This is an optimization exercise on Yosys and OpenROAD, whose aim is small area, not a production implementation. No functional check of the RTL was part of any run shown here. Power is estimated from default activity; no workload was simulated.

--- run.sh ---
#!/bin/bash
# synth_recipe.tcl (not shown) runs the flow's synth.tcl, then flattens the netlist and writes it again
# the make line also repeats each setting of config.mk as NAME=value (left out here)
make -C /OpenROAD-flow-scripts/flow DESIGN_CONFIG=/design/flow/config.mk WORK_HOME=/design/flow/orfs CLKGATE_MAP_FILE= SYNTH_SCRIPT=/design/flow/synth_recipe.tcl finish
--- config.mk ---
export PLATFORM = sky130hd
export DESIGN_NAME = exec_stage
export DESIGN_NICKNAME = exec_stage
export VERILOG_FILES = /design/flow/design.v
export SDC_FILE = /design/flow/constraint.sdc
export NUM_CORES = 4
export LEC_CHECK = 0
export CAP_MARGIN = 20
export CORE_MARGIN = 2
export CORE_UTILIZATION = 40
export SLEW_MARGIN = 20
--- constraint.sdc ---
create_clock -name core_clock -period 5.0 [get_ports {clk}]
set_input_delay 1.0000 -clock core_clock [delete_from_list [all_inputs] [get_ports {clk}]]
set_output_delay 1.0000 -clock core_clock [all_outputs]
set_load 0.01 [all_outputs]
--- design.v ---
`timescale 1ns/10ps
module exec_stage (
  input  logic        clk,
  input  logic        reset,
  input  logic        in_valid,
  input  logic [5:0]  op1,
  input  logic [7:0]  op2,
  input  logic [15:0] imm,
  input  logic [31:0] rs_val,
  input  logic [31:0] rt_val,
  input  logic [31:0] pc,
  output logic        out_valid,
  output logic [31:0] result,
  output logic        wr_reg,
  output logic        redirect,
  output logic [31:0] redirect_pc
);
  logic alur, br, jal, sw, i_add, i_log;
  logic r_cmp, r_add, r_sub, r_log, r_shr, r_shl;
  assign alur  = (op1 == 6'h00);
  assign br    = (op1[5:2] == 4'b0010);
  assign jal   = (op1 == 6'h0c);
  assign sw    = (op1 == 6'h1a);
  assign i_add = (op1 == 6'h12) | (op1 == 6'h1a) | (op1 == 6'h20);
  assign i_log = (op1 == 6'h24) | (op1 == 6'h25) | (op1 == 6'h26);
  assign r_cmp = alur & (op2[7:2] == 6'b000010);
  assign r_add = alur & (op2 == 8'h20);
  assign r_sub = alur & (op2 == 8'h28);
  assign r_log = alur & (op2[7:4] == 4'h2) & op2[2] & (op2[1:0] != 2'b11);
  assign r_shr = alur & (op2 == 8'h30);
  assign r_shl = alur & (op2 == 8'h31);
  logic selrt, selimm, seljal, sub;
  assign selimm = op1[5] | op1[4];
  assign seljal = ~op1[5] & ~op1[4] & op1[3] & op1[2];
  assign selrt  = ~op1[5] & ~op1[4] & ~(op1[3] & op1[2]);
  assign sub    = alur ? op2[3] : (~op1[4] & op1[3] & ~op1[2]);
  logic [31:0] simm, bsel, aa, bb, ap, ag, sum;
  assign simm = {{16{imm[15]}}, imm};
  assign bsel = selimm ? simm : rt_val;
  assign aa   = rs_val;
  assign bb   = (({32{selrt}} & rt_val) | ({32{selimm}} & simm) | ({32{seljal}} & {simm[29:0], 2'b00}))
                ^ {32{sub}};
  assign ap   = aa ^ bb;
  assign ag   = aa & bb;
  wire ma_G0 = ag[0] | (ap[0] & sub);
  wire ma_G1_1 = ag[1] | (ap[1] & ma_G0);
  wire ma_P1_1 = ap[1] & ap[0];
  wire ma_G3_2 = ag[3] | (ap[3] & ag[2]);
  wire ma_P3_2 = ap[3] & ap[2];
  wire ma_G5_3 = ag[5] | (ap[5] & ag[4]);
  wire ma_P5_3 = ap[5] & ap[4];
  wire ma_G7_4 = ag[7] | (ap[7] & ag[6]);
  wire ma_P7_4 = ap[7] & ap[6];
  wire ma_G9_5 = ag[9] | (ap[9] & ag[8]);
  wire ma_P9_5 = ap[9] & ap[8];
  wire ma_G11_6 = ag[11] | (ap[11] & ag[10]);
  wire ma_P11_6 = ap[11] & ap[10];
  wire ma_G13_7 = ag[13] | (ap[13] & ag[12]);
  wire ma_P13_7 = ap[13] & ap[12];
  wire ma_G15_8 = ag[15] | (ap[15] & ag[14]);
  wire ma_P15_8 = ap[15] & ap[14];
  wire ma_G17_9 = ag[17] | (ap[17] & ag[16]);
  wire ma_P17_9 = ap[17] & ap[16];
  wire ma_G19_10 = ag[19] | (ap[19] & ag[18]);
  wire ma_P19_10 = ap[19] & ap[18];
  wire ma_G21_11 = ag[21] | (ap[21] & ag[20]);
  wire ma_P21_11 = ap[21] & ap[20];
  wire ma_G23_12 = ag[23] | (ap[23] & ag[22]);
  wire ma_P23_12 = ap[23] & ap[22];
  wire ma_G25_13 = ag[25] | (ap[25] & ag[24]);
  wire ma_P25_13 = ap[25] & ap[24];
  wire ma_G27_14 = ag[27] | (ap[27] & ag[26]);
  wire ma_P27_14 = ap[27] & ap[26];
  wire ma_G29_15 = ag[29] | (ap[29] & ag[28]);
  wire ma_P29_15 = ap[29] & ap[28];
  wire ma_G31_16 = ag[31] | (ap[31] & ag[30]);
  wire ma_P31_16 = ap[31] & ap[30];
  wire ma_G2_17 = ag[2] | (ap[2] & ma_G1_1);
  wire ma_P2_17 = ap[2] & ma_P1_1;
  wire ma_G3_18 = ma_G3_2 | (ma_P3_2 & ma_G1_1);
  wire ma_P3_18 = ma_P3_2 & ma_P1_1;
  wire ma_G6_19 = ag[6] | (ap[6] & ma_G5_3);
  wire ma_P6_19 = ap[6] & ma_P5_3;
  wire ma_G7_20 = ma_G7_4 | (ma_P7_4 & ma_G5_3);
  wire ma_P7_20 = ma_P7_4 & ma_P5_3;
  wire ma_G10_21 = ag[10] | (ap[10] & ma_G9_5);
  wire ma_P10_21 = ap[10] & ma_P9_5;
  wire ma_G11_22 = ma_G11_6 | (ma_P11_6 & ma_G9_5);
  wire ma_P11_22 = ma_P11_6 & ma_P9_5;
  wire ma_G14_23 = ag[14] | (ap[14] & ma_G13_7);
  wire ma_P14_23 = ap[14] & ma_P13_7;
  wire ma_G15_24 = ma_G15_8 | (ma_P15_8 & ma_G13_7);
  wire ma_P15_24 = ma_P15_8 & ma_P13_7;
  wire ma_G18_25 = ag[18] | (ap[18] & ma_G17_9);
  wire ma_P18_25 = ap[18] & ma_P17_9;
  wire ma_G19_26 = ma_G19_10 | (ma_P19_10 & ma_G17_9);
  wire ma_P19_26 = ma_P19_10 & ma_P17_9;
  wire ma_G22_27 = ag[22] | (ap[22] & ma_G21_11);
  wire ma_P22_27 = ap[22] & ma_P21_11;
  wire ma_G23_28 = ma_G23_12 | (ma_P23_12 & ma_G21_11);
  wire ma_P23_28 = ma_P23_12 & ma_P21_11;
  wire ma_G26_29 = ag[26] | (ap[26] & ma_G25_13);
  wire ma_P26_29 = ap[26] & ma_P25_13;
  wire ma_G27_30 = ma_G27_14 | (ma_P27_14 & ma_G25_13);
  wire ma_P27_30 = ma_P27_14 & ma_P25_13;
  wire ma_G30_31 = ag[30] | (ap[30] & ma_G29_15);
  wire ma_P30_31 = ap[30] & ma_P29_15;
  wire ma_G31_32 = ma_G31_16 | (ma_P31_16 & ma_G29_15);
  wire ma_P31_32 = ma_P31_16 & ma_P29_15;
  wire ma_G4_33 = ag[4] | (ap[4] & ma_G3_18);
  wire ma_P4_33 = ap[4] & ma_P3_18;
  wire ma_G5_34 = ma_G5_3 | (ma_P5_3 & ma_G3_18);
  wire ma_P5_34 = ma_P5_3 & ma_P3_18;
  wire ma_G6_35 = ma_G6_19 | (ma_P6_19 & ma_G3_18);
  wire ma_P6_35 = ma_P6_19 & ma_P3_18;
  wire ma_G7_36 = ma_G7_20 | (ma_P7_20 & ma_G3_18);
  wire ma_P7_36 = ma_P7_20 & ma_P3_18;
  wire ma_G12_37 = ag[12] | (ap[12] & ma_G11_22);
  wire ma_P12_37 = ap[12] & ma_P11_22;
  wire ma_G13_38 = ma_G13_7 | (ma_P13_7 & ma_G11_22);
  wire ma_P13_38 = ma_P13_7 & ma_P11_22;
  wire ma_G14_39 = ma_G14_23 | (ma_P14_23 & ma_G11_22);
  wire ma_P14_39 = ma_P14_23 & ma_P11_22;
  wire ma_G15_40 = ma_G15_24 | (ma_P15_24 & ma_G11_22);
  wire ma_P15_40 = ma_P15_24 & ma_P11_22;
  wire ma_G20_41 = ag[20] | (ap[20] & ma_G19_26);
  wire ma_P20_41 = ap[20] & ma_P19_26;
  wire ma_G21_42 = ma_G21_11 | (ma_P21_11 & ma_G19_26);
  wire ma_P21_42 = ma_P21_11 & ma_P19_26;
  wire ma_G22_43 = ma_G22_27 | (ma_P22_27 & ma_G19_26);
  wire ma_P22_43 = ma_P22_27 & ma_P19_26;
  wire ma_G23_44 = ma_G23_28 | (ma_P23_28 & ma_G19_26);
  wire ma_P23_44 = ma_P23_28 & ma_P19_26;
  wire ma_G28_45 = ag[28] | (ap[28] & ma_G27_30);
  wire ma_P28_45 = ap[28] & ma_P27_30;
  wire ma_G29_46 = ma_G29_15 | (ma_P29_15 & ma_G27_30);
  wire ma_P29_46 = ma_P29_15 & ma_P27_30;
  wire ma_G30_47 = ma_G30_31 | (ma_P30_31 & ma_G27_30);
  wire ma_P30_47 = ma_P30_31 & ma_P27_30;
  wire ma_G31_48 = ma_G31_32 | (ma_P31_32 & ma_G27_30);
  wire ma_P31_48 = ma_P31_32 & ma_P27_30;
  wire ma_G8_49 = ag[8] | (ap[8] & ma_G7_36);
  wire ma_P8_49 = ap[8] & ma_P7_36;
  wire ma_G9_50 = ma_G9_5 | (ma_P9_5 & ma_G7_36);
  wire ma_P9_50 = ma_P9_5 & ma_P7_36;
  wire ma_G10_51 = ma_G10_21 | (ma_P10_21 & ma_G7_36);
  wire ma_P10_51 = ma_P10_21 & ma_P7_36;
  wire ma_G11_52 = ma_G11_22 | (ma_P11_22 & ma_G7_36);
  wire ma_P11_52 = ma_P11_22 & ma_P7_36;
  wire ma_G12_53 = ma_G12_37 | (ma_P12_37 & ma_G7_36);
  wire ma_P12_53 = ma_P12_37 & ma_P7_36;
  wire ma_G13_54 = ma_G13_38 | (ma_P13_38 & ma_G7_36);
  wire ma_P13_54 = ma_P13_38 & ma_P7_36;
  wire ma_G14_55 = ma_G14_39 | (ma_P14_39 & ma_G7_36);
  wire ma_P14_55 = ma_P14_39 & ma_P7_36;
  wire ma_G15_56 = ma_G15_40 | (ma_P15_40 & ma_G7_36);
  wire ma_P15_56 = ma_P15_40 & ma_P7_36;
  wire ma_G24_57 = ag[24] | (ap[24] & ma_G23_44);
  wire ma_P24_57 = ap[24] & ma_P23_44;
  wire ma_G25_58 = ma_G25_13 | (ma_P25_13 & ma_G23_44);
  wire ma_P25_58 = ma_P25_13 & ma_P23_44;
  wire ma_G26_59 = ma_G26_29 | (ma_P26_29 & ma_G23_44);
  wire ma_P26_59 = ma_P26_29 & ma_P23_44;
  wire ma_G27_60 = ma_G27_30 | (ma_P27_30 & ma_G23_44);
  wire ma_P27_60 = ma_P27_30 & ma_P23_44;
  wire ma_G28_61 = ma_G28_45 | (ma_P28_45 & ma_G23_44);
  wire ma_P28_61 = ma_P28_45 & ma_P23_44;
  wire ma_G29_62 = ma_G29_46 | (ma_P29_46 & ma_G23_44);
  wire ma_P29_62 = ma_P29_46 & ma_P23_44;
  wire ma_G30_63 = ma_G30_47 | (ma_P30_47 & ma_G23_44);
  wire ma_P30_63 = ma_P30_47 & ma_P23_44;
  wire ma_G31_64 = ma_G31_48 | (ma_P31_48 & ma_G23_44);
  wire ma_P31_64 = ma_P31_48 & ma_P23_44;
  wire ma_G16_65 = ag[16] | (ap[16] & ma_G15_56);
  wire ma_P16_65 = ap[16] & ma_P15_56;
  wire ma_G17_66 = ma_G17_9 | (ma_P17_9 & ma_G15_56);
  wire ma_P17_66 = ma_P17_9 & ma_P15_56;
  wire ma_G18_67 = ma_G18_25 | (ma_P18_25 & ma_G15_56);
  wire ma_P18_67 = ma_P18_25 & ma_P15_56;
  wire ma_G19_68 = ma_G19_26 | (ma_P19_26 & ma_G15_56);
  wire ma_P19_68 = ma_P19_26 & ma_P15_56;
  wire ma_G20_69 = ma_G20_41 | (ma_P20_41 & ma_G15_56);
  wire ma_P20_69 = ma_P20_41 & ma_P15_56;
  wire ma_G21_70 = ma_G21_42 | (ma_P21_42 & ma_G15_56);
  wire ma_P21_70 = ma_P21_42 & ma_P15_56;
  wire ma_G22_71 = ma_G22_43 | (ma_P22_43 & ma_G15_56);
  wire ma_P22_71 = ma_P22_43 & ma_P15_56;
  wire ma_G23_72 = ma_G23_44 | (ma_P23_44 & ma_G15_56);
  wire ma_P23_72 = ma_P23_44 & ma_P15_56;
  wire ma_G24_73 = ma_G24_57 | (ma_P24_57 & ma_G15_56);
  wire ma_P24_73 = ma_P24_57 & ma_P15_56;
  wire ma_G25_74 = ma_G25_58 | (ma_P25_58 & ma_G15_56);
  wire ma_P25_74 = ma_P25_58 & ma_P15_56;
  wire ma_G26_75 = ma_G26_59 | (ma_P26_59 & ma_G15_56);
  wire ma_P26_75 = ma_P26_59 & ma_P15_56;
  wire ma_G27_76 = ma_G27_60 | (ma_P27_60 & ma_G15_56);
  wire ma_P27_76 = ma_P27_60 & ma_P15_56;
  wire ma_G28_77 = ma_G28_61 | (ma_P28_61 & ma_G15_56);
  wire ma_P28_77 = ma_P28_61 & ma_P15_56;
  wire ma_G29_78 = ma_G29_62 | (ma_P29_62 & ma_G15_56);
  wire ma_P29_78 = ma_P29_62 & ma_P15_56;
  wire ma_G30_79 = ma_G30_63 | (ma_P30_63 & ma_G15_56);
  wire ma_P30_79 = ma_P30_63 & ma_P15_56;
  wire ma_G31_80 = ma_G31_64 | (ma_P31_64 & ma_G15_56);
  wire ma_P31_80 = ma_P31_64 & ma_P15_56;
  wire [32:0] ma_c;
  assign ma_c[0] = sub;
  assign ma_c[1] = ma_G0;
  assign ma_c[2] = ma_G1_1;
  assign ma_c[3] = ma_G2_17;
  assign ma_c[4] = ma_G3_18;
  assign ma_c[5] = ma_G4_33;
  assign ma_c[6] = ma_G5_34;
  assign ma_c[7] = ma_G6_35;
  assign ma_c[8] = ma_G7_36;
  assign ma_c[9] = ma_G8_49;
  assign ma_c[10] = ma_G9_50;
  assign ma_c[11] = ma_G10_51;
  assign ma_c[12] = ma_G11_52;
  assign ma_c[13] = ma_G12_53;
  assign ma_c[14] = ma_G13_54;
  assign ma_c[15] = ma_G14_55;
  assign ma_c[16] = ma_G15_56;
  assign ma_c[17] = ma_G16_65;
  assign ma_c[18] = ma_G17_66;
  assign ma_c[19] = ma_G18_67;
  assign ma_c[20] = ma_G19_68;
  assign ma_c[21] = ma_G20_69;
  assign ma_c[22] = ma_G21_70;
  assign ma_c[23] = ma_G22_71;
  assign ma_c[24] = ma_G23_72;
  assign ma_c[25] = ma_G24_73;
  assign ma_c[26] = ma_G25_74;
  assign ma_c[27] = ma_G26_75;
  assign ma_c[28] = ma_G27_76;
  assign ma_c[29] = ma_G28_77;
  assign ma_c[30] = ma_G29_78;
  assign ma_c[31] = ma_G30_79;
  assign ma_c[32] = ma_G31_80;
  assign sum = ap ^ ma_c[31:0];
  logic eq, lt, cmp;
  logic [1:0] cc;
  assign cc = alur ? op2[1:0] : op1[1:0];
  assign eq = &ap;
  assign lt = ap[31] ? sum[31] : rs_val[31];
  always_comb
    case (cc)
      2'd0: cmp = eq;
      2'd1: cmp = lt;
      2'd2: cmp = lt | eq;
      default: cmp = ~eq;
    endcase
  logic [31:0] lg;
  always_comb begin
    case (cc)
      2'd0: lg = rs_val & bsel;
      2'd1: lg = rs_val | bsel;
      default: lg = rs_val ^ bsel;
    endcase
    if (alur & op2[3]) lg = ~lg;
  end
  logic [31:0] shx, s0, s1, s2, s3, shy;
  logic        fill, big;
  always_comb
    for (int i = 0; i < 32; i++) shx[i] = r_shl ? rs_val[31-i] : rs_val[i];
  assign fill = r_shr & rs_val[31];
  assign big  = |rt_val[31:5];
  assign s0  = rt_val[4] ? {{16{fill}}, shx[31:16]} : shx;
  assign s1  = rt_val[3] ? {{8{fill}}, s0[31:8]} : s0;
  assign s2  = rt_val[2] ? {{4{fill}}, s1[31:4]} : s1;
  assign s3  = rt_val[1] ? {{2{fill}}, s2[31:2]} : s2;
  assign shy = big ? {32{fill}} : (rt_val[0] ? {fill, s3[31:1]} : s3);
  logic [29:0] ta, tb, tp, tg, tsum;
  logic [31:0] pcn;
  assign ta = pc[31:2];
  assign tb = jal ? 30'd0 : simm[29:0];
  assign tp = ta ^ tb;
  assign tg = ta & tb;
  assign tsum = ta + tb + 30'd1;
  assign pcn = {tsum, pc[1:0]};
  logic [31:0] res_n, tgt_n;
  always_comb begin
    res_n = '0;
    if (r_add | r_sub | i_add) res_n = sum;
    if (r_log | i_log)         res_n = lg;
    if (r_cmp)                 res_n = {31'd0, cmp};
    if (r_shr)                 res_n = shy;
    if (r_shl)                 for (int i = 0; i < 32; i++) res_n[i] = shy[31-i];
    if (jal)                   res_n = pcn;
  end
  assign tgt_n = jal ? sum : pcn;
  logic        v1, w1, r1;
  logic [31:0] res1, tgt1;
  always_ff @(posedge clk or posedge reset)
    if (reset) begin
      v1 <= 1'b0;
      w1 <= 1'b0;
      r1 <= 1'b0;
    end else begin
      v1 <= in_valid;
      w1 <= in_valid & ~(br | sw);
      r1 <= in_valid & (jal | (br & cmp));
    end
  always_ff @(posedge clk) begin
    res1 <= res_n;
    tgt1 <= tgt_n;
  end
  always_ff @(posedge clk or posedge reset)
    if (reset) begin
      out_valid <= 1'b0;
      wr_reg    <= 1'b0;
      redirect  <= 1'b0;
    end else begin
      out_valid <= v1 & ~redirect;
      wr_reg    <= w1 & ~redirect;
      redirect  <= r1 & ~redirect;
    end
  always_ff @(posedge clk) begin
    result      <= res1;
    redirect_pc <= tgt1;
  end
endmodule
==> results of run 1 <==
[through the flow]
step | cells | hold slack (ps) | setup slack, ps
3_5_place_dp | 2523 | 312 | -297
5_1_grt | 2555 | 323 | 7.46
2_1_floorplan | 1713 | 310 | 106
4_1_cts | 2555 | 321 | 108
6_report | 2557 | 321 | 143
3_3_place_gp | 2523 | 310 | -376
[routing by layer]
metal  up-vias  part of all wire, %
li1       7000                    -
met1      7243                   44
met2       994                   41
met3       165                  9.6
met4         0                  5.6
met5         -                    0
[synth_stat cells (all sizes together), types with 7 or more instances]
| library cell | number | share of area (%) |
|---|---|---|
| a31o | 7 | 0.46 |
| a211oi | 35 | 2.0 |
| a31oi | 23 | 1.1 |
| and2 | 43 | 2.0 |
| or3 | 10 | 0.47 |
| and4 | 7 | 0.46 |
| a21boi | 11 | 0.63 |
| a221o | 11 | 0.83 |
| a21oi | 158 | 6.0 |
| mux4 | 19 | 3.2 |
| nor4 | 18 | 0.90 |
| nand2 | 213 | 6.1 |
| xnor2 | 67 | 4.4 |
| dfxtp | 128 | 19 |
| nand4 | 14 | 0.76 |
| o211ai | 29 | 1.6 |
| a22oi | 12 | 0.68 |
| o21ai | 102 | 3.9 |
| nor2b | 9 | 0.43 |
| o22ai | 15 | 0.71 |
| or2 | 10 | 0.47 |
| mux2i | 59 | 4.5 |
| o21a | 9 | 0.51 |
| nand3 | 38 | 1.4 |
| clkbuf | 69 | 2.0 |
| a221oi | 21 | 1.6 |
| nor2 | 126 | 3.6 |
| ha | 123 | 12 |
| nor3 | 26 | 1.1 |
| xor2 | 44 | 2.9 |
| buf | 36 | 1.5 |
| a21o | 16 | 0.91 |
| inv | 81 | 2.3 |
| nand2b | 17 | 0.81 |
[power groups by stage]
| stage | combinational [mW] | clock, mW | sequential [mW] |
|---|---|---|---|
| final | 2.08 | 1.28 | 1.25 |
| after CTS | 2.02 | 1.29 | 1.25 |
| after global placement | 2.00 | 0 | 1.27 |
| after detailed placement | 2.01 | 0 | 1.27 |
| after global routing | 2.20 | 1.33 | 1.26 |
| after floorplan | 0.897 | 0 | 1.30 |
[path summary, 6_finish.rpt]
kind                          start   endpoint  cells past startpoint
max                          op1[2]    res1[9]                     16
min reg2reg                 res1[4]  result[4]                      0
max reg2reg                redirect     wr_reg                      1
min                         res1[4]  result[4]                      0
max in group asynchronous     reset     wr_reg                      2
min in group asynchronous     reset         v1                      2
[cell families (layout without fill, tap and decap cells)]
| kind of cell | after synthesis | count (layout) | share of synthesized area (%) |
|---|---|---|---|
| XOR/XNOR | 111 | 111 | 7.36 |
| AO/OA/AOI/OAI | 522 | 522 | 26.2 |
| multiplexers | 81 | 81 | 7.97 |
| other | 0 | 2 | 0 |
| buffers and inverters | 187 | 587 | 5.76 |
| flip-flops | 134 | 134 | 20.5 |
| AND/OR/NAND/NOR | 549 | 549 | 19.7 |
| adder cells (fa/ha/maj) | 129 | 129 | 12.6 |
[cell type report]
| type | instances | share of cell area, % |
|---|---|---|
| multi-input combinational | 1392 | 54.1 |
| timing repair buffer | 473 | 22.8 |
| sequential | 134 | 15.0 |
| tap | 442 | 3.05 |
| clock buffer | 19 | 2.39 |
| inverter | 82 | 1.70 |
| clock inverter | 13 | 0.959 |
| antenna | 2 | 0.0276 |
[what timing repair did]
| action | 4_1_cts | 5_1_grt |
|---|---|---|
| resized for setup | 0 | 7 |
| hold buffers | 0 | 0 |
| setup endpoints to repair | 0 | 11 |
==> impl_metrics.json, run 1 <==
{
  "status": "no timing/DRC/antenna violations",
  "regArea_mm2": 0.00271,
  "max_clock_freq_mhz": 206,
  "crit_family": "compound AO/OA/AOI/OAI gates",
  "final_nets": 2358,
  "syn_inst": 1713,
  "first_pass_iters": 7,
  "finalPower_mw": 4.61,
  "grt_overflow_total": 0,
  "use_met1_pct": 54.1,
  "drt_iter0_drc": 1837,
  "fp.dieW_um": 186,
  "core-area_mm2": 0.0325,
  "grtUsageTotal_pct": 38.3,
  "dp_hpwl_mm": 55.0,
  "ys_async_sr_fraction_pct": 4.48,
  "clkSinkCount": 134,
  "swShare_pct": 36.6,
  "multi_input_area_mm2": 0.00981,
  "start_kind": "input pin",
  "grt_pass1_vias": 14400,
  "root_buffer": "clkbuf_16",
  "grtUsageMet3_pct": 5.32,
  "fin_area_mm2": 0.0181,
  "grt_max_degree": 57,
  "nFillCells": 3076,
  "power.switching_mw": 1.69,
  "worst_pin_slew_ps": 980,
  "drv_slew": 0,
  "min_period_ps": 4860,
  "critPathCaptureType": "flip-flop",
  "fp.dieH_um": 186,
  "clk_path_buf_depth": 2,
  "cellLeakagePower_nw": 7.88,
  "drt-total-wl_mm": 66.6,
  "fin_setup_tns_ps": 0,
  "crit_slowest_cell": "xor2_1",
  "max-slew-margin-rel_pct": 34.1,
  "busiest_layer": "met2",
  "clkSlewWorstSetupHoldPaths_ps": 60,
  "cts_tree": "built",
  "vias_per_cell": 6.02,
  "layout_common_cells": "270 x buf_4, 213 x nand2_1, 193 x clkdlybuf4s50_1, 158 x a21oi_1, 128 x dfxtp_1",
  "row_count": 66,
  "rsz0062_at_grt": "no",
  "drive_gt1_share_pct": 18.1,
  "hold_viol": 0,
  "reg2reg_slack_ps": 4390,
  "crit_buf_inv": 3,
  "fin_util_pct": 55.7,
  "grt_pass1_wl_mm": 95.7,
  "powerDensity_mw_per_mm2": 254,
  "path_cells": "clkdlybuf4s50_1 > buf_4 > nor3_2 > buf_4 > a31o_2 > xnor2_1 > fa_1 > a211oi_1 > o211ai_1 > and2_1 > fa_1 > xor2_1 > a221oi_2 > a21oi_1 > o21ai_0 > a21oi_1",
  "area_growth_pct": 37.2,
  "ant_nets": 0,
  "htreeDepth": 4,
  "crit_type": "in -> reg",
  "drc": 0,
  "synth_fp_nets": 1971,
  "drv_cap": 0,
  "yosys_warnings": 1,
  "syn_area_per_cell_um2": 7.71,
  "ys_seq_elements": 134,
  "crit_path_max_incr_delay_ps": 470,
  "fin_skew_ps": 6.79,
  "critical_path_required_ps": 5330,
  "synth-seq-area-share_pct": 20.5,
  "period_share_pct": 97.1,
  "die-area_mm2": 0.0345,
  "insertion_delay_ps": 420,
  "io_pins": 196,
  "peakVddDrop_uv": 269,
  "portBuffers": 195,
  "place_congestion": 1.03,
  "dominantRegCellSynth": "dfxtp_1",
  "synth_edf_count": 0,
  "numCtsBuffers": 17,
  "synth_area_mm2": 0.0132,
  "ys_types": 89,
  "place_area_mm2": 0.0175,
  "cts_setup_buffers": 0,
  "critPathArrivalTime_ps": 5180,
  "avgRoutedWirePerCell_um": 26.1,
  "start_util_pct": 40.6,
  "antenna_found_initial": 2,
  "crit_fanout": 11,
  "sequentialPowerShare_pct": 27.1,
  "intPower_mw": 2.93,
  "hold_path_class": "reg -> reg",
  "comb_power_share_pct": 45.2,
  "layout_commonest_cell": "buf_4",
  "power_frac_clock_pct": 27.7,
  "met2_usage_pct": 56.9,
  "setup_viol": 0,
  "vias": 15400
}
==> run 2, diff against run 1 <==
--- a/config.mk
+++ b/config.mk
@@ -9,3 +9,4 @@
 export CORE_MARGIN = 2
 export CORE_UTILIZATION = 40
+export GPL_TIMING_DRIVEN = 0
 export SLEW_MARGIN = 20
==> run 2 against run 1 <==
Compared with the run above:
- via count shrank 1.5%
- flip-flop and latch count is the same
- fmax shrank 5.9%
- combinational power shrank 9.6%
- global-route usage grew 0.58 points
- largest power group unchanged
- die area is the same
- clock power is essentially flat
- total power shrank 4.8%
- synthesized cell count is the same
- area after synthesis is the same
- critical endpoint is now res1[20]
- cell area shrank 6.6%
- now fails the layout checks on setup timing
- critical path type unchanged
==> impl_metrics.json, run 2 <==
{
  "root_buffer": "clkbuf_16",
  "timing.hold.ws_ps": 324,
  "clkSlewWorstSetupHoldPaths_ps": 60,
  "crit_family": "compound AO/OA/AOI/OAI gates",
  "area_growth_pct": 28.2,
  "crit_path_max_incr_delay_ps": 900,
  "fin_area_mm2": 0.0169,
  "place_area_mm2": 0.0157,
  "busiest_layer": "met2",
  "max_clock_freq_mhz": 194,
  "layout_common_cells": "212 x nand2_1, 183 x clkdlybuf4s50_1, 154 x a21oi_1, 128 x dfxtp_1, 124 x nor2_1",
  "grt_overflow_total": 0,
  "vias_per_cell": 6.30,
  "cellLeakagePower_nw": 7.06,
  "crit_fanout": 10,
  "synth_top_area_share_pct": 19.4,
  "rsz0062_at_grt": "yes",
  "synth_top_cells_by_count": "213 x nand2_1, 158 x a21oi_1, 128 x dfxtp_1",
  "grtUsageMet3_pct": 6.36,
  "hold_buffers": 0,
  "synth_area_leaders": "dfxtp_1 19%, ha_1 12%, nand2_1 6.1%",
  "crit_type": "in -> reg",
  "htreeDepth": 4,
  "max-slew-margin-rel_pct": 26.9,
  "antenna_found_initial": 4,
  "status": "failed layout checks",
  "drv_cap": 0,
  "synth_area_mm2": 0.0132,
  "peakVddDrop_uv": 270,
  "synth_fp_nets": 1971,
  "whs_path_depth": 0,
  "path_depth": 20,
  "hold_viol": 0,
  "fin_util_pct": 52.1,
  "die-area_mm2": 0.0345,
  "portBuffers": 191,
  "start_kind": "input pin",
  "synth-seq-area-share_pct": 20.5,
  "vias": 15200,
  "worst_pin_slew_ps": 1090,
  "critical_path_required_ps": 5220,
  "post-place-ws_ps": -2110,
  "fp.dieW_um": 186,
  "avgRoutedWirePerCell_um": 28.2,
  "critPathCaptureType": "flip-flop",
  "crit_slowest_cell": "a222oi_1",
  "clkSinkCount": 134,
  "synth_most_common_cell": "nand2_1",
  "insertion_delay_ps": 430,
  "hold_path_class": "reg -> reg",
  "clk_path_buf_depth": 2,
  "min_period_ps": 5160,
  "critPathArrivalTime_ps": 5380,
  "drv_slew": 0,
  "grtUsageTotal_pct": 38.8,
  "layout_commonest_cell": "nand2_1",
  "ant_nets": 0,
  "first_pass_iters": 6,
  "fin_skew_ps": 15.0,
  "dp_hpwl_mm": 55.2,
  "powerDensity_mw_per_mm2": 259,
  "numCtsBuffers": 17,
  "finalWorstSetupSlack_ps": -161,
  "met2_usage_pct": 57.5,
  "path_cells": "buf_4 > nor3_4 > buf_6 > nand4_1 > clkbuf_8 > buf_8 > buf_8 > nand2_1 > ha_2 > inv_1 > fa_2 > a21o_1 > o21a_2 > o211ai_1 > nand2_1 > a21o_1 > a21oi_2 > xnor2_2 > a222oi_1 > o211ai_1",
  "final_nets": 2209,
  "grt_max_degree": 29,
  "dp_cells": 2348,
  "start_util_pct": 40.6,
  "dominantRegCellSynth": "dfxtp_1",
  "synth_edf_count": 0,
  "syn_area_per_cell_um2": 7.71,
  "io_pins": 196,
  "place_congestion": 1.02,
  "grt_pass1_wl_mm": 96.2,
  "core-area_mm2": 0.0325,
  "drt-total-wl_mm": 67.9,
  "syn_inst": 1713,
  "yosys_warnings": 1,
  "cts_tree": "built",
  "setup_viol": 1,
  "check.faults": "setup timing",
  "ff2ff_path_depth": 1,
  "finalPower_mw": 4.39,
  "row_count": 66,
  "fp.dieH_um": 186,
  "use_met1_pct": 53.7,
  "period_share_pct": 103,
  "instances_no_fill": 2407,
  "grt_pass1_vias": 14200,
  "synth_largest_area_cell": "dfxtp_1",
  "drive_gt1_share_pct": 10.7,
  "ys_async_sr_fraction_pct": 4.48,
  "fin_setup_tns_ps": -161,
  "ys_seq_elements": 134,
  "drc": 0,
  "crit_buf_inv": 6,
  "ys_types": 89,
  "drt_iter0_drc": 2175
}
-- run 2: logic make-up after synthesis --
family | Yosys count | synth area share, %
fa+ha+maj | 129 | 12.6
buf+inv | 187 | 5.76
flops | 134 | 20.5
compound gates | 522 | 26.2
simple gates | 549 | 19.7
mux | 81 | 7.97
xor+xnor | 111 | 7.36
-- run 2: path summary, 6_finish.rpt --
| kind | end | from | slack, ps |
|---|---|---|---|
| max | res1[20] | op1[0] | -160 |
| min | redirect_pc[15] | tgt1[15] | 320 |
| max reg2reg | out_valid | redirect | 4400 |
| min reg2reg | redirect_pc[15] | tgt1[15] | 320 |
| max in group asynchronous | w1 | reset | 4030 |
| min in group asynchronous | out_valid | reset | 790 |
-- run 2: cell type report --
class                   instances  area [µm²]
fillers                      3244       15600
multi-input cells            1392        9990
flip-flops and latches        134        2710
repair buffers                223        2150
plain buffers                 101         613
well taps                     442         553
clock buffers                  18         439
inverters                      82         308
clock inverters                14         166
diodes                          1        2.50
-- run 2: metal layers --
metal  vias up  share of wire (%)  wire length [µm]
met5         -              0.027                18
met4         2                6.3              4290
met3       200                 10              7090
met2      1035                 41             27600
met1      7226                 43             28900
li1       6711                  -                 -
-- run 2: repair_timing --
action,4_1_cts,5_1_grt
setup buffers,15,14
gates resized for setup,97,44
pin swaps,10,19
hold endpoints to repair,0,0
cloned,0,1
endpoints found under the setup margin,61,22
-- run 2: power by group --
| group | total [mW] | switching [mW] | internal (mW) |
|---|---|---|---|
| Combinational | 1.88 | 1.16 | 0.723 |
| Clock | 1.26 | 0.499 | 0.763 |
| Sequential | 1.25 | 0.0337 | 1.21 |
| Total | 4.39 | 1.69 | 2.70 |
==> run 3, diff against run 2 <==
==> design.v (replaced) <==
`timescale 1ns/10ps
module exec_stage (
  input  logic        clk,
  input  logic        reset,
  input  logic        in_valid,
  input  logic [5:0]  op1,
  input  logic [7:0]  op2,
  input  logic [15:0] imm,
  input  logic [31:0] rs_val,
  input  logic [31:0] rt_val,
  input  logic [31:0] pc,
  output logic        out_valid,
  output logic [31:0] result,
  output logic        wr_reg,
  output logic        redirect,
  output logic [31:0] redirect_pc
);
  logic alur, br, jal, sw, imm_add, imm_log;
  logic r_cmp, r_add, r_sub, r_log, r_shr, r_shl;
  assign alur    = (op1 == 6'h00);
  assign br      = (op1[5:2] == 4'b0010);
  assign jal     = (op1 == 6'h0c);
  assign sw      = (op1 == 6'h1a);
  assign imm_add = (op1 == 6'h12) | (op1 == 6'h1a) | (op1 == 6'h20);
  assign imm_log = (op1 == 6'h24) | (op1 == 6'h25) | (op1 == 6'h26);
  assign r_cmp   = alur & (op2[7:2] == 6'b000010);
  assign r_add   = alur & (op2 == 8'h20);
  assign r_sub   = alur & (op2 == 8'h28);
  assign r_log   = alur & (op2[7:4] == 4'h2) & op2[2] & (op2[1:0] != 2'b11);
  assign r_shr   = alur & (op2 == 8'h30);
  assign r_shl   = alur & (op2 == 8'h31);
  logic [31:0] simm, bsel;
  assign simm = {{16{imm[15]}}, imm};
  assign bsel = (imm_add | imm_log) ? simm : rt_val;
  logic        sub;
  logic [31:0] a_add, b_add, sum;
  assign sub   = r_sub | r_cmp | br;
  assign a_add = jal ? pc : rs_val;
  assign b_add = jal ? 32'd4 : (bsel ^ {32{sub}});
  assign sum   = a_add + b_add + {31'd0, sub};
  logic eq, lt, cmp;
  logic [1:0] cc;
  assign eq = (rs_val == rt_val);
  assign lt = (rs_val[31] ^ rt_val[31]) ? rs_val[31] : sum[31];
  assign cc = alur ? op2[1:0] : op1[1:0];
  always_comb
    case (cc)
      2'd0: cmp = eq;
      2'd1: cmp = lt;
      2'd2: cmp = lt | eq;
      default: cmp = ~eq;
    endcase
  logic [31:0] lg;
  always_comb begin
    case (cc)
      2'd0: lg = rs_val & bsel;
      2'd1: lg = rs_val | bsel;
      default: lg = rs_val ^ bsel;
    endcase
    if (alur & op2[3]) lg = ~lg;
  end
  logic [31:0] shx, shy, sra, sll;
  logic        fill, big;
  always_comb
    for (int i = 0; i < 32; i++) shx[i] = r_shl ? rs_val[31-i] : rs_val[i];
  assign fill = r_shr & rs_val[31];
  assign big  = |rt_val[31:5];
  assign shy  = big ? {32{fill}} : 32'($signed({fill, shx}) >>> rt_val[4:0]);
  assign sra  = shy;
  always_comb
    for (int i = 0; i < 32; i++) sll[i] = shy[31-i];
  logic [31:0] res_n;
  always_comb begin
    res_n = '0;
    if (r_add | r_sub | imm_add | jal) res_n = sum;
    if (r_log | imm_log)               res_n = lg;
    if (r_cmp)                         res_n = {31'd0, cmp};
    if (r_shr)                         res_n = sra;
    if (r_shl)                         res_n = sll;
  end
  logic [31:0] tgt_n;
  assign tgt_n = (jal ? rs_val : pc) + {simm[29:0], 2'b00} + (jal ? 32'd0 : 32'd4);
  logic taken_n;
  assign taken_n = jal | (br & cmp);
  logic        v1, w1, r1;
  logic [31:0] res1, tgt1;
  always_ff @(posedge clk or posedge reset)
    if (reset) begin
      v1 <= 1'b0;
      w1 <= 1'b0;
      r1 <= 1'b0;
    end else begin
      v1 <= in_valid;
      w1 <= in_valid & ~(br | sw);
      r1 <= in_valid & taken_n;
    end
  always_ff @(posedge clk) begin
    res1 <= res_n;
    tgt1 <= tgt_n;
  end
  always_ff @(posedge clk or posedge reset)
    if (reset) begin
      out_valid <= 1'b0;
      wr_reg    <= 1'b0;
      redirect  <= 1'b0;
    end else begin
      out_valid <= v1 & ~redirect;
      wr_reg    <= w1 & ~redirect;
      redirect  <= r1 & ~redirect;
    end
  always_ff @(posedge clk) begin
    result      <= res1;
    redirect_pc <= tgt1;
  end
endmodule
--- a/config.mk
+++ b/config.mk
@@ -9,4 +9,3 @@
 export CORE_MARGIN = 2
 export CORE_UTILIZATION = 40
-export GPL_TIMING_DRIVEN = 0
 export SLEW_MARGIN = 20
==> run 3 against run 2 <==
Compared with the run above:
- the run now finishes clean
- global-route usage is 6.0 points lower
- register-to-register slack hardly changed
- core utilization is 4.5 points higher
- cell count is 0.91% lower
- die area is 1.8% lower
- routed wire length is 19% lower
- flip-flop and latch count stayed put
- fmax is 6.2% higher
- critical path type unchanged
- critical endpoint is now res1[28]
- largest cell class unchanged
==> impl_metrics.json, run 3 <==
{
  "grt_pass1_vias": 13800,
  "drv_slew": 0,
  "finalWorstSetupSlack_ps": 138,
  "clkSlewWorstSetupHoldPaths_ps": 70,
  "die-area_mm2": 0.0339,
  "antenna_found_initial": 2,
  "core-area_mm2": 0.0317,
  "place_congestion": 1.05,
  "fp.dieH_um": 184,
  "portBuffers": 195,
  "timing.hold.ws_ps": 323,
  "synth_top_area_share_pct": 19.8,
  "crit_path_max_incr_delay_ps": 420,
  "io_pins": 196,
  "first_pass_iters": 5,
  "fin_skew_ps": 13.9,
  "avgRoutedWirePerCell_um": 23.1,
  "area_growth_pct": 38.4,
  "synth_fp_nets": 1878,
  "layout_common_cells": "241 x buf_4, 186 x clkdlybuf4s50_1, 151 x nand2_1, 149 x ha_1, 143 x o21ai_0",
  "yosys_warnings": 1,
  "status": "no timing/DRC/antenna violations",
  "synth_largest_area_cell": "dfxtp_1",
  "dp_hpwl_mm": 44.5,
  "max_clock_freq_mhz": 206,
  "drc": 0,
  "drt-total-wl_mm": 55.0,
  "drive_gt1_share_pct": 20.0,
  "instances_no_fill": 2385,
  "powerDensity_mw_per_mm2": 246,
  "insertion_delay_ps": 460,
  "hold_viol": 0,
  "syn_inst": 1595,
  "post-place-ws_ps": -695,
  "critPathArrivalTime_ps": 5150,
  "fin_area_mm2": 0.0179,
  "max-slew-margin-rel_pct": 37.6,
  "synth_most_common_cell": "nand2_1",
  "grt_overflow_total": 0,
  "multi_input_area_mm2": 0.00980,
  "cellLeakagePower_nw": 7.98,
  "period_share_pct": 97.2,
  "grt_pass1_wl_mm": 82.8,
  "synth-seq-area-share_pct": 20.9,
  "grtUsageTotal_pct": 32.9,
  "grt_max_degree": 53,
  "clkSinkCount": 134,
  "crit_type": "in -> reg",
  "dp_cells": 2341,
  "worst_pin_slew_ps": 936,
  "ys_types": 80,
  "critical_path_required_ps": 5290,
  "crit_fanout": 7,
  "cts_tree": "built",
  "layout_commonest_cell": "buf_4",
  "synth_top_cells_by_count": "152 x nand2_1, 150 x ha_1, 146 x o21ai_0",
  "start_util_pct": 40.9,
  "root_buffer": "clkbuf_16",
  "synth_area_leaders": "dfxtp_1 20%, ha_1 14%, xnor2_1 6.8%",
  "nFillCells": 2983,
  "min_period_ps": 4860,
  "syn_area_per_cell_um2": 8.13,
  "dominantRegCellSynth": "dfxtp_1",
  "start_kind": "input pin",
  "fp.dieW_um": 184,
  "hold_path_class": "reg -> reg",
  "ys_seq_elements": 134,
  "drv_cap": 0,
  "row_count": 65,
  "vias": 14000,
  "drt_iter0_drc": 1297,
  "critPathCaptureType": "flip-flop",
  "ant_nets": 0,
  "ys_async_sr_fraction_pct": 4.48,
  "setup_viol": 0,
  "path_cells": "clkdlybuf4s50_1 > or2_4 > nor3_4 > a31o_4 > inv_4 > buf_12 > xnor2_1 > nor2_1 > ha_1 > o21a_1 > o211a_1 > buf_4 > a21o_1 > a221o_1 > a221oi_2 > o221a_2 > o21bai_1 > a21oi_1 > xor2_1 > o221ai_1",
  "hold_buffers": 0,
  "synth_area_mm2": 0.0130,
  "final_nets": 2252,
  "regArea_mm2": 0.00271,
  "place_area_mm2": 0.0170,
  "vias_per_cell": 5.85,
  "fin_setup_tns_ps": 0,
  "htreeDepth": 4,
  "numCtsBuffers": 17,
  "synth_edf_count": 0,
  "crit_slowest_cell": "clkdlybuf4s50_1",
  "peakVddDrop_uv": 261,
  "clk_path_buf_depth": 2
}
run 3: cell count changes in the layout (fill, tap and decap cells not counted), sizes merged, moves of 34 or more:
| cell | before | now |
|---|---|---|
| buf | 67 | 255 |
| nand2 | 213 | 152 |
| clkbuf | 87 | 19 |
| and2 | 43 | 5 |
| xnor2 | 67 | 101 |
| o21ai | 102 | 152 |
run 3: routing by layer:
layer / track usage, % / part of all wire (%) / vias to the layer above
met2: 50.7 / 44 / 732
met3: 5.86 / 9.0 / 132
li1: - / - / 6468
met5: 0 / 0 / -
met1: 44.1 / 43 / 6628
met4: 16.1 / 4.9 / 0
run 3: cell families (layout without fill, tap and decap cells):
family / after synthesis / count (layout) / share of synthesized area, %
AND/OR/NAND/NOR: 393 / 393 / 14.5
flip-flops: 134 / 134 / 20.9
XOR/XNOR: 153 / 153 / 10.3
multiplexers: 101 / 101 / 11.0
buffers and inverters: 186 / 573 / 5.68
other: 0 / 1 / 0
AO/OA/AOI/OAI: 473 / 473 / 22.4
adder cells (fa/ha/maj): 155 / 155 / 15.2
run 3: stage by stage:
| step | power [mW] | utilization (%) |
|---|---|---|
| after floorplan | 2.24 | - |
| after global placement | 3.11 | 53.6 |
| after detailed placement | 3.11 | 53.6 |
| after CTS | 4.41 | 56.1 |
| after global routing | 4.66 | 56.6 |
| final | 4.41 | 56.6 |
run 3: final timing paths:
path,slack [ps],cells past startpoint,start,to
worst max register to register,4400,1,redirect,wr_reg
max in group asynchronous,4030,2,reset,wr_reg
min in group asynchronous,770,2,reset,r1
worst max-delay path,140,20,op2[7],res1[28]
worst min register to register,320,0,tgt1[8],redirect_pc[8]
worst min-delay path,320,0,tgt1[8],redirect_pc[8]
run 3: power by group:
| part | total, mW | switching, mW | leakage [nW] | internal, mW |
|---|---|---|---|---|
| clock network | 1.24 | 0.499 | 0.286 | 0.741 |
| logic | 1.88 | 0.956 | 6.55 | 0.927 |
| registers | 1.29 | 0.0453 | 1.13 | 1.25 |
run 3: what timing repair did:
action | 4_1_cts | 5_1_grt
setup endpoints to repair | 14 | 26
pin swaps | 21 | 18
gates resized for setup | 25 | 36
buffers inserted | 9 | 1
gates cloned | 1 | 0
run 3: critical path: cells and delay by family:
family | cells | cell delay [ps]
and+or+nand+nor | 3 | 550
AOI/OAI and AO/OA | 10 | 2220
xor gates and xnor gates | 2 | 310
adders and majority gates | 1 | 290
buffers and inverters | 4 | 780
run 3: final cells by class:
cell class,instances,area share [%]
inverter,93,1.97
tap,402,2.80
sequential,134,15.1
multi-input combinational,1275,54.6
clock buffer,19,2.47
antenna,1,0.0139
timing repair buffer,448,22.3
clock inverter,13,0.739
==> run 4, diff against run 3 <==
--- a/config.mk
+++ b/config.mk
@@ -9,3 +9,4 @@
 export CORE_MARGIN = 2
 export CORE_UTILIZATION = 40
+export GPL_TIMING_DRIVEN = 0
 export SLEW_MARGIN = 20
==> run 4 against run 3 <==
Compared with the run above:
- the layout now fails its checks (setup timing)
- core utilization is 3.6 points lower
- non-clock buffer count shrank 141
- total power decreased by 3.3%
- sequential power is essentially flat
- clock power is essentially flat
- highest routed layer unchanged
==> impl_metrics.json, run 4 <==
{
  "peakVddDrop_uv": 233,
  "worst_pin_slew_ps": 1120,
  "timing.hold.ws_ps": 323,
  "ys_types": 80,
  "yosys_warnings": 1,
  "root_buffer": "clkbuf_16",
  "row_count": 65,
  "min_period_ps": 5150,
  "hold_buffers": 0,
  "crit_fanout": 6,
  "synth_fp_nets": 1878,
  "syn_area_per_cell_um2": 8.13,
  "sequentialPowerShare_pct": 30.2,
  "clk_path_buf_depth": 2,
  "clkSlewWorstSetupHoldPaths_ps": 60,
  "syn_inst": 1595,
  "swShare_pct": 34.3,
  "drt-total-wl_mm": 54.8,
  "numCtsBuffers": 17,
  "synth_top_cells_by_count": "152 x nand2_1, 150 x ha_1, 146 x o21ai_0",
  "fp.dieW_um": 184,
  "synth_area_leaders": "dfxtp_1 20%, ha_1 14%, xnor2_1 6.8%",
  "synth_edf_count": 0,
  "clkSinkCount": 134,
  "rsz0062_at_grt": "yes",
  "core-area_mm2": 0.0317,
  "nFillCells": 2992,
  "drt_iter0_drc": 1315,
  "antennaDiodeCount": 0,
  "max_clock_freq_mhz": 194,
  "htreeDepth": 4,
  "drv_slew": 0,
  "intPower_mw": 2.80,
  "critPathArrivalTime_ps": 5420,
  "synth-seq-area-share_pct": 20.9,
  "fp.dieH_um": 184,
  "dominantRegCellSynth": "dfxtp_1",
  "first_pass_iters": 6,
  "avgRoutedWirePerCell_um": 24.4,
  "vias_per_cell": 6.01,
  "ys_seq_elements": 134,
  "critical_path_required_ps": 5270,
  "grt_overflow_total": 0,
  "vias": 13500,
  "ys_async_sr_fraction_pct": 4.48,
  "period_share_pct": 103,
  "ant_nets": 0,
  "dp_hpwl_mm": 44.1,
  "fin_setup_tns_ps": -264,
  "insertion_delay_ps": 440,
  "grt_pass1_vias": 12800,
  "crit_type": "in -> reg",
  "hold_path_class": "reg -> reg",
  "synth_top_area_share_pct": 19.8,
  "synth_most_common_cell": "nand2_1",
  "io_pins": 196,
  "grt_pass1_wl_mm": 79.5,
  "portBuffers": 189,
  "start_kind": "input pin",
  "comb_power_share_pct": 41.1,
  "power_frac_clock_pct": 28.7,
  "reg2reg_slack_ps": 4400,
  "die-area_mm2": 0.0339,
  "layout_commonest_cell": "clkdlybuf4s50_1",
  "finalWorstSetupSlack_ps": -150,
  "powerDensity_mw_per_mm2": 254,
  "area_growth_pct": 29.6,
  "drc": 0,
  "grt_max_degree": 20,
  "cts_tree": "built",
  "synth_area_mm2": 0.0130,
  "drive_gt1_share_pct": 12.2,
  "cellLeakagePower_nw": 7.12,
  "critPathCaptureType": "flip-flop",
  "check.faults": "setup timing",
  "setup_viol": 4,
  "max-slew-margin-rel_pct": 25.2,
  "fin_skew_ps": 5.27,
  "hold_viol": 0,
  "grtUsageTotal_pct": 32.0,
  "start_util_pct": 40.9,
  "antenna_found_initial": 0,
  "final_nets": 2111,
  "synth_largest_area_cell": "dfxtp_1",
  "status": "failed layout checks",
  "power.switching_mw": 1.47,
  "drv_cap": 0,
  "layout_common_cells": "178 x clkdlybuf4s50_1, 151 x nand2_1, 146 x ha_1, 142 x o21ai_0, 128 x dfxtp_1",
  "place_congestion": 1.03
}
[run 4: worst paths after layout]
| path | from | end | cells after the start |
|---|---|---|---|
| worst max-delay path | op1[0] | res1[28] | 20 |
| worst min-delay path | tgt1[18] | redirect_pc[18] | 0 |
| worst max register to register | redirect | wr_reg | 1 |
| worst min register to register | tgt1[18] | redirect_pc[18] | 0 |
| max in group asynchronous | reset | v1 | 2 |
| min in group asynchronous | reset | wr_reg | 2 |
[run 4: timing repair]
| action | 4_1_cts | 5_1_grt |
|---|---|---|
| endpoints found under the setup margin | 50 | 21 |
| setup buffers | 22 | 12 |
| pin swaps | 26 | 18 |
| cloned | 1 | 0 |
| gates resized for setup | 98 | 52 |
[run 4: stage by stage]
step / area [µm²] / setup slack, ps / cells / power, mW / utilization, %
floorplan: 13100 / 4.70 / 1595 / 2.24 / -
CTS: 16600 / 0.302 / 2230 / 4.22 / 52.2
finish: 16800 / -150 / 2242 / 4.27 / 53.0
global route: 16800 / -192 / 2242 / 4.49 / 53.0
global placement: 15500 / -1960 / 2186 / 2.89 / 48.8
detailed placement: 15500 / -2050 / 2186 / 2.90 / 48.8
[run 4: routing by layer]
layer  part of all wire (%)  track usage (%)  vias to the layer above
met5                      0                0                        -
met4                    4.9             16.2                        0
met3                     11             7.51                      100
met2                     42             47.0                      777
met1                     43             43.6                     6415
li1                       -                -                     6187
[run 4: logic make-up after synthesis]
| family | after synthesis | synth area share, % |
|---|---|---|
| compound gates | 473 | 22.4 |
| xor+xnor | 153 | 10.3 |
| fa+ha+maj | 155 | 15.2 |
| buf+inv | 186 | 5.68 |
| flops | 134 | 20.9 |
| mux | 101 | 11.0 |
| simple gates | 393 | 14.5 |
[run 4: power by group through the flow]
stage / registers [mW] / clock network (mW) / logic (mW)
after floorplan: 1.35 / 0 / 0.892
after global placement: 1.31 / 0 / 1.58
after detailed placement: 1.31 / 0 / 1.59
after CTS: 1.29 / 1.26 / 1.67
after global routing: 1.30 / 1.31 / 1.87
final: 1.29 / 1.23 / 1.75
[run 4: worst max-delay path, stage by stage]
cell	delay (ps)
buf_12	90
inv_4	30
maj3_2	330
a21oi_4	320
buf_6	200
clkbuf_16	180
mux2i_4	290
xnor2_1	140
nor2_1	70
ha_2	220
a2111oi_4	400
o21ai_2	120
a21o_1	250
a221o_1	400
a221oi_4	370
o221a_4	250
o21bai_1	90
a21oi_2	170
xor2_2	320
o221ai_2	150
[run 4: area by class of cell]
class,instances,area (µm²),share of cell area [%]
Sequential cell,134,2710,16.1
Inverter,93,359,2.14
Buffer,83,492,2.93
Timing Repair Buffer,224,2180,13.0
Clock buffer,25,527,3.14
Clock inverter,6,63.8,0.380
Multi-Input combinational cell,1275,9960,59.3
Tap cell,402,503,2.99

[re-timing with driven ports]
Ports are ideal in the flow. The routed layouts listed here were re-timed in OpenROAD. Step 1 (the two cells are an assumption about what drives the block):
set clk [get_ports {clk}]
set_driving_cell -lib_cell sky130_fd_sc_hd__clkbuf_16 $clk
set_driving_cell -lib_cell sky130_fd_sc_hd__buf_2 [delete_from_list [all_inputs] $clk]
Step 2 moves the port delays by t, midway between the first and last clock arrival at a register: inputs arrive t later, outputs are due t later. That takes back most of the time a late clock gives input paths. a / b / c = ideal / step 1 / step 2; a / b = the first two.
run | t, ns | slack for setup (ns) | worst register clock-pin slew, ns
run 1 | 0.465 | 0.143 / 0.170 / -0.295 | 0.06 / 0.06
run 2 | 0.465 | -0.161 / -0.185 / -0.649 | 0.07 / 0.07
run 3 | 0.498 | 0.138 / 0.160 / -0.338 | 0.07 / 0.07
run 4 | 0.489 | -0.150 / -0.168 / -0.657 | 0.06 / 0.06
Met with ideal ports but missed after step 2: setup timing in run 1 and run 3. For run 4, which loses most, drivers alone change the setup slack by -0.018 ns; drivers and shift together by -0.507 ns.
